Source: an optimization exercise on an open RTL-to-GDS flow (aim: small area, a short achievable clock period and few clock cycles per item). Production flows keep margins and buffers that such runs may drop. Only simulation tests tie the RTL to the original design; equivalence was not proved. Power figures rest on the tool's default switching activity, not on a simulated workload.

==> inputs of v9 <==
==> flow/design.v (excerpt) <==
module linear_key_value_table
#(
  parameter int CAPACITY   = lkvt_pkg::CAPACITY_DEF,
  parameter int KEY_BITS   = lkvt_pkg::KEY_BITS_DEF,
  parameter int VALUE_BITS = lkvt_pkg::VALUE_BITS_DEF,
  localparam int IN_W  = ((KEY_BITS + VALUE_BITS + 7) / 8) * 8,
  localparam int RES_W = 1 + VALUE_BITS + lkvt_pkg::STATUS_W + lkvt_pkg::COUNT_OUT_W + 2,
  localparam int OUT_W = ((RES_W + 7) / 8) * 8
) (
  input  logic              clk_i,
  input  logic              rst_ni,
  input  logic              s_axis_tvalid,
  output logic              s_axis_tready,
  input  logic [IN_W-1:0]   s_axis_tdata,   
  input  logic [lkvt_pkg::KIND_W-1:0] s_axis_tuser,   
  output logic              m_axis_tvalid,
  input  logic              m_axis_tready,
  output logic [OUT_W-1:0]  m_axis_tdata    
);
==> module linear_key_value_table, before the edit <==
module linear_key_value_table
#(
  parameter int CAPACITY   = lkvt_pkg::CAPACITY_DEF,
  parameter int KEY_BITS   = lkvt_pkg::KEY_BITS_DEF,
  parameter int VALUE_BITS = lkvt_pkg::VALUE_BITS_DEF,
  localparam int IN_W  = ((KEY_BITS + VALUE_BITS + 7) / 8) * 8,
  localparam int RES_W = 1 + VALUE_BITS + lkvt_pkg::STATUS_W + lkvt_pkg::COUNT_OUT_W + 2,
  localparam int OUT_W = ((RES_W + 7) / 8) * 8
) (
  input  logic              clk_i,
  input  logic              rst_ni,
  input  logic              s_axis_tvalid,
  output logic              s_axis_tready,
  input  logic [IN_W-1:0]   s_axis_tdata,   
  input  logic [lkvt_pkg::KIND_W-1:0] s_axis_tuser,   
  output logic              m_axis_tvalid,
  input  logic              m_axis_tready,
  output logic [OUT_W-1:0]  m_axis_tdata    
);
  localparam int N     = CAPACITY;
  localparam int CNT_W = $clog2(CAPACITY + 1);
  localparam logic [CNT_W-1:0] CAP_CNT = CNT_W'(CAPACITY);
  logic                          a_v;
  logic [lkvt_pkg::KIND_W-1:0]   a_kind;
  logic [KEY_BITS-1:0]           a_key;
  logic [VALUE_BITS-1:0]         a_val;
  logic                          rdy_q;
  logic                          r_v, s_v;
  logic [RES_W-1:0]              r_q, s_q;
  logic                          exec, take, acc;
  logic                          a_v_d, r_v_d, s_v_d;
  assign exec = a_v && !(r_v && s_v);
  assign take = r_v && m_axis_tready;
  assign acc  = s_axis_tvalid && rdy_q;
  assign a_v_d = (a_v && !exec) || acc;
  assign r_v_d = (r_v && !take) || s_v || exec;
  assign s_v_d = s_v ? !take : (exec && r_v && !take);
  always_ff @(posedge clk_i or negedge rst_ni) begin
    if (!rst_ni) begin
      a_v   <= 1'b0;
      r_v   <= 1'b0;
      s_v   <= 1'b0;
      rdy_q <= 1'b1;
    end else begin
      a_v   <= a_v_d;
      r_v   <= r_v_d;
      s_v   <= s_v_d;
      rdy_q <= !(a_v_d && r_v_d && s_v_d);
    end
  end
  always_ff @(posedge clk_i) begin
    if (rdy_q) begin
      a_kind <= s_axis_tuser;
      a_key  <= s_axis_tdata[KEY_BITS-1:0];
      a_val  <= s_axis_tdata[KEY_BITS+VALUE_BITS-1:KEY_BITS];
    end
  end
  assign s_axis_tready = rdy_q;
  logic [N-1:0]          valid_q;
  logic [KEY_BITS-1:0]   keys_q [N];
  logic [VALUE_BITS-1:0] vals_q [N];
  logic [CNT_W-1:0]      count_q;
  logic [N-1:0]          eq, free_oh;
  logic                  hit, full, is_ins, is_del, is_lu, ins_ok, del_ok;
  logic [CNT_W-1:0]      count_n;
  logic [VALUE_BITS-1:0] rd_val;
  assign is_ins = (a_kind == lkvt_pkg::KIND_INSERT);
  assign is_del = (a_kind == lkvt_pkg::KIND_DELETE);
  assign is_lu  = !is_ins && !is_del;
  assign full   = (count_q == CAP_CNT);
  always_comb begin
    for (int j = 0; j < N; j++) begin
      eq[j] = valid_q[j] && (keys_q[j] == a_key);
    end
  end
  assign hit = |eq;
  always_comb begin
    logic seen;
    seen = 1'b0;
    for (int j = 0; j < N; j++) begin
      free_oh[j] = !valid_q[j] && !seen;
      seen       = seen || !valid_q[j];
    end
  end
  always_comb begin
    rd_val = '0;
    for (int j = 0; j < N; j++) begin
      rd_val = rd_val | (vals_q[j] & {VALUE_BITS{eq[j]}});
    end
  end
  assign ins_ok  = is_ins && !hit && !full;
  assign del_ok  = is_del && hit;
  assign count_n = count_q + CNT_W'(ins_ok) - CNT_W'(del_ok);
  always_ff @(posedge clk_i or negedge rst_ni) begin
    if (!rst_ni) begin
      valid_q <= '0;
      count_q <= '0;
    end else if (exec) begin
      for (int j = 0; j < N; j++) begin
        valid_q[j] <= (valid_q[j] && !(is_del && eq[j])) || (ins_ok && free_oh[j]);
      end
      count_q <= count_n;
    end
  end
  always_ff @(posedge clk_i) begin
    for (int j = 0; j < N; j++) begin
      if (exec && is_ins && free_oh[j]) begin
        keys_q[j] <= a_key;
        vals_q[j] <= a_val;
      end
    end
  end
  logic [lkvt_pkg::STATUS_W-1:0] stat;
  logic [RES_W-1:0]              res_n;
  always_comb begin
    if (is_ins) begin
      stat = hit ? lkvt_pkg::STAT_DUPLICATE : (full ? lkvt_pkg::STAT_FULL : lkvt_pkg::STAT_DONE);
    end else begin
      stat = hit ? lkvt_pkg::STAT_DONE : lkvt_pkg::STAT_ABSENT;
    end
  end
  assign res_n = {(count_n == '0), (count_n == CAP_CNT), lkvt_pkg::COUNT_OUT_W'(count_n),
                  stat, (is_lu ? rd_val : '0), hit};
  always_ff @(posedge clk_i) begin
    if (!r_v || take) begin
      r_q <= s_v ? s_q : res_n;
    end
    if (!s_v) begin
      s_q <= res_n;
    end
  end
  assign m_axis_tvalid = r_v;
  assign m_axis_tdata  = OUT_W'(r_q);
endmodule
export LEC_CHECK = 0
export CAP_MARGIN = 20
export CORE_MARGIN = 2
export CORE_UTILIZATION = 40
export PLACE_DENSITY = 0.6
export SLEW_MARGIN = 20
create_clock -name core_clock -period 5.0 [get_ports {clk_i}]
run.sh (not shown) runs the stock make flow with config.mk's settings and CLKGATE_MAP_FILE= SYNTH_SCRIPT=/design/flow/synth_recipe.tcl, a recipe that flattens the netlist after the stock synthesis.
==> inputs of v31, as changes to v9 <==
==> flow/design.v (replaced) <==
package lkvt_pkg;
  localparam int CAPACITY_DEF   = 32;
  localparam int KEY_BITS_DEF   = 16;
  localparam int VALUE_BITS_DEF = 32;
  localparam int KIND_W      = 2;
  localparam int STATUS_W    = 2;
  localparam int COUNT_OUT_W = 6;
  localparam logic [KIND_W-1:0] KIND_LOOKUP = 2'd0;
  localparam logic [KIND_W-1:0] KIND_INSERT = 2'd1;
  localparam logic [KIND_W-1:0] KIND_DELETE = 2'd2;
  localparam logic [STATUS_W-1:0] STAT_DONE      = 2'd0;
  localparam logic [STATUS_W-1:0] STAT_DUPLICATE = 2'd1;
  localparam logic [STATUS_W-1:0] STAT_FULL      = 2'd2;
  localparam logic [STATUS_W-1:0] STAT_ABSENT    = 2'd3;
  typedef struct packed {
    logic start;      
    logic scan_en;    
    logic rd_last;    
    logic wr_ins;     
    logic wr_del;     
    logic out_load;   
  } lkvt_cmd_t;
  typedef struct packed {
    logic scan_hit;    
    logic scan_miss;   
    logic is_insert;
    logic is_delete;
    logic tbl_full;
  } lkvt_sts_t;
endpackage
module linear_key_value_table
#(
  parameter int CAPACITY   = lkvt_pkg::CAPACITY_DEF,
  parameter int KEY_BITS   = lkvt_pkg::KEY_BITS_DEF,
  parameter int VALUE_BITS = lkvt_pkg::VALUE_BITS_DEF,
  localparam int IN_W  = ((KEY_BITS + VALUE_BITS + 7) / 8) * 8,
  localparam int RES_W = 1 + VALUE_BITS + lkvt_pkg::STATUS_W + lkvt_pkg::COUNT_OUT_W + 2,
  localparam int OUT_W = ((RES_W + 7) / 8) * 8
) (
  input  logic              clk_i,
  input  logic              rst_ni,
  input  logic              s_axis_tvalid,
  output logic              s_axis_tready,
  input  logic [IN_W-1:0]   s_axis_tdata,   
  input  logic [lkvt_pkg::KIND_W-1:0] s_axis_tuser,   
  output logic              m_axis_tvalid,
  input  logic              m_axis_tready,
  output logic [OUT_W-1:0]  m_axis_tdata    
);
  localparam int NR    = 4;                   
  localparam int RL    = CAPACITY / NR;       
  localparam int NP    = 2;                   
  localparam int NS    = NR * RL + NP;        
  localparam int CNT_W = $clog2(CAPACITY + 1);
  localparam logic [CNT_W-1:0] CAP_CNT = CNT_W'(CAPACITY);
  localparam int W     = KEY_BITS + VALUE_BITS;
  logic                          rdy_q, exec;
  logic [KEY_BITS-1:0]           key;
  logic [VALUE_BITS-1:0]         val;
  logic                          is_ins, is_del, is_lu;
  assign exec   = s_axis_tvalid && rdy_q;
  assign key    = s_axis_tdata[KEY_BITS-1:0];
  assign val    = s_axis_tdata[KEY_BITS+VALUE_BITS-1:KEY_BITS];
  assign is_ins = (s_axis_tuser == lkvt_pkg::KIND_INSERT);
  assign is_del = (s_axis_tuser == lkvt_pkg::KIND_DELETE);
  assign is_lu  = !is_ins && !is_del;
  assign s_axis_tready = rdy_q;
  logic [NR*RL-1:0]      rvld_q;
  logic [W-1:0]          rdat_q [NR*RL];
  logic [NP-1:0]         pvld_q;
  logic [W-1:0]          pdat_q [NP];
  logic [CNT_W-1:0]      count_q;
  logic [NS-1:0]         svld;
  logic [W-1:0]          sdat [NS];
  always_comb begin
    for (int j = 0; j < NR*RL; j++) begin
      svld[j] = rvld_q[j];
      sdat[j] = rdat_q[j];
    end
    for (int d = 0; d < NP; d++) begin
      svld[NR*RL+d] = pvld_q[d];
      sdat[NR*RL+d] = pdat_q[d];
    end
  end
  logic [NS-1:0]         eq, clr;
  logic                  hit, full, ins_ok, del_ok;
  logic [VALUE_BITS-1:0] rd_val;
  logic [CNT_W-1:0]      count_n;
  always_comb begin
    for (int j = 0; j < NS; j++) begin
      eq[j] = svld[j] && (sdat[j][KEY_BITS-1:0] == key);
    end
  end
  assign hit = |eq;
  assign clr = (exec && is_del) ? eq : '0;
  always_comb begin
    rd_val = '0;
    for (int j = 0; j < NS; j++) begin
      rd_val = rd_val | (sdat[j][W-1:KEY_BITS] & {VALUE_BITS{eq[j]}});
    end
  end
  logic [CNT_W-1:0]      count_p1, count_m1;
  logic                  full_n, empty_n, c_31, c_1, empty;
  assign full     = (count_q == CAP_CNT);
  assign empty    = (count_q == '0);
  assign c_31     = (count_q == CAP_CNT - 1);
  assign c_1      = (count_q == CNT_W'(1));
  assign count_p1 = count_q + CNT_W'(1);
  assign count_m1 = count_q - CNT_W'(1);
  assign ins_ok   = exec && is_ins && !hit && !full;
  assign del_ok   = exec && is_del && hit;
  assign count_n  = ins_ok ? count_p1 : (del_ok ? count_m1 : count_q);
  assign full_n   = ins_ok ? c_31 : (full && !del_ok);
  assign empty_n  = del_ok ? c_1 : (empty && !ins_ok);
  logic [NR-1:0]         rfree, rtgt;
  logic [NP-1:0]         psrc, pgo, ptgt;
  logic                  drain;
  logic [W-1:0]          ddat;
  logic                  dvld;
  always_comb begin
    logic seen;
    seen = 1'b0;
    for (int r = 0; r < NR; r++) begin
      rfree[r] = !rvld_q[r*RL + RL-1];
      rtgt[r]  = rfree[r] && !seen;
      seen     = seen || rfree[r];
    end
    seen = 1'b0;
    for (int d = 0; d < NP; d++) begin
      psrc[d] = pvld_q[d] && !seen;
      seen    = seen || pvld_q[d];
    end
  end
  assign drain = (|pvld_q) && (|rfree);
  assign pgo   = drain ? psrc : '0;
  always_comb begin
    ddat = '0;
    dvld = 1'b0;
    for (int d = 0; d < NP; d++) begin
      ddat = ddat | (pdat_q[d] & {W{psrc[d]}});
      dvld = dvld | (psrc[d] && !clr[NR*RL+d]);
    end
  end
  always_comb begin
    logic seen;
    seen = 1'b0;
    for (int d = 0; d < NP; d++) begin
      ptgt[d] = (!pvld_q[d] || pgo[d]) && !seen;
      seen    = seen || !pvld_q[d] || pgo[d];
    end
  end
  logic [NR*RL-1:0]      rvld_n;
  logic [NP-1:0]         pvld_n;
  always_comb begin
    for (int r = 0; r < NR; r++) begin
      for (int i = 1; i < RL; i++) begin
        rvld_n[r*RL+i] = rvld_q[r*RL+i-1] && !clr[r*RL+i-1];
      end
      if (drain && rtgt[r]) begin
        rvld_n[r*RL] = dvld;
      end else begin
        rvld_n[r*RL] = rvld_q[r*RL+RL-1] && !clr[r*RL+RL-1];
      end
    end
    for (int d = 0; d < NP; d++) begin
      pvld_n[d] = (pvld_q[d] && !pgo[d] && !clr[NR*RL+d]) || (ins_ok && ptgt[d]);
    end
  end
  always_ff @(posedge clk_i or negedge rst_ni) begin
    if (!rst_ni) begin
      rvld_q  <= '0;
      pvld_q  <= '0;
      count_q <= '0;
    end else begin
      rvld_q  <= rvld_n;
      pvld_q  <= pvld_n;
      count_q <= count_n;
    end
  end
  always_ff @(posedge clk_i) begin
    for (int r = 0; r < NR; r++) begin
      for (int i = 1; i < RL; i++) begin
        rdat_q[r*RL+i] <= rdat_q[r*RL+i-1];
      end
      rdat_q[r*RL] <= (drain && rtgt[r]) ? ddat : rdat_q[r*RL+RL-1];
    end
    for (int d = 0; d < NP; d++) begin
      if (exec && is_ins && ptgt[d]) begin
        pdat_q[d] <= {val, key};
      end
    end
  end
  logic                          r_v, s_v, take;
  logic                          r_v_d, s_v_d;
  logic [RES_W-1:0]              r_q, s_q, res_n;
  logic [lkvt_pkg::STATUS_W-1:0] stat;
  logic                          room_n, pfree_n;
  always_comb begin
    if (is_ins) begin
      stat = hit ? lkvt_pkg::STAT_DUPLICATE : (full ? lkvt_pkg::STAT_FULL : lkvt_pkg::STAT_DONE);
    end else begin
      stat = hit ? lkvt_pkg::STAT_DONE : lkvt_pkg::STAT_ABSENT;
    end
  end
  assign res_n = {empty_n, full_n, lkvt_pkg::COUNT_OUT_W'(count_n),
                  stat, (is_lu ? rd_val : '0), hit};
  assign take  = r_v && m_axis_tready;
  assign r_v_d = (r_v && !take) || s_v || exec;
  assign s_v_d = s_v ? !take : (exec && r_v && !take);
  always_comb begin
    logic rf;
    rf = 1'b0;
    for (int r = 0; r < NR; r++) begin
      rf = rf || !rvld_n[r*RL + RL-1];
    end
    room_n  = !(r_v_d && s_v_d);
    pfree_n = !(&pvld_n) || rf || full_n;
  end
  always_ff @(posedge clk_i or negedge rst_ni) begin
    if (!rst_ni) begin
      r_v   <= 1'b0;
      s_v   <= 1'b0;
      rdy_q <= 1'b1;
    end else begin
      r_v   <= r_v_d;
      s_v   <= s_v_d;
      rdy_q <= room_n && pfree_n;
    end
  end
  always_ff @(posedge clk_i) begin
    if (!r_v || take) begin
      r_q <= s_v ? s_q : res_n;
    end
    if (!s_v) begin
      s_q <= res_n;
    end
  end
  assign m_axis_tvalid = r_v;
  assign m_axis_tdata  = OUT_W'(r_q);
endmodule
==> notes <==
- Synthesized cell count: v9 is lower than v31 (about 2%).
- Between v31 and v9, the lower register-to-register slack is in v9 (gap 1.0 ns).
- Of v31 and v9, v9 has the higher sequential power (gap 15%, measured against v9).
- Of v31 and v9, v9 has the higher final area (gap 17%, measured against v9).
- In v31 the first-iteration DRC count is lower than in v9, by 44%.
- In v9 the critical path depth is higher than in v31, by 9.
- Core utilization: v31 is higher than v9 (0.61 points).
- In v9 the setup slack is worse than in v31, by 0.64 ns.
- Between v9 and v31, the lower sequential cell count is in v9 (gap 47).
- Against v9, the worst hold slack of v31 is worse by 0.16 ns.
- In combinational power, v9 is at 3.4 times the value of v31.
Testbench counts of v9, summed over its fixed seeds: cycles 12,016, items 12,000.
Testbench counts of v31, summed over its fixed seeds: cycles 12,076, items 12,000.

==> what the ideal ports hide <==
The results above use ideal ports. As a check the final layouts listed here were re-extracted and re-timed, cells and wires unchanged. Step 1 sets driving cells, clkbuf_16 on the clock port and buf_2 on the other inputs (assumed; they add their load-dependent delay and slew). Step 2 adds t to the input delays and takes it off the output delays; t is the mean of the earliest and latest rising clock arrival at the registers after step 1. Input paths then give back, and output paths get back, about the clock's delay inside the block. Slacks: no drivers / after step 1 / after step 2; pairs: no drivers / after step 1.
run	t, ns	setup WS [ns]	slew at the worst register clock pin (ns)	worst data-port slew with drivers (ns)	cell pins on the clock port's net
v9	0.922	0.351 / 0.351 / 0.351	0.07 / 0.07	0.07	1
v31	0.859	0.991 / 1.040 / 0.182	0.07 / 0.07	0.14	1
After both steps setup and hold are still met in every run listed. The setup slack of v31, which loses most, moves by +0.049 ns with the drivers and by -0.809 ns with both steps.
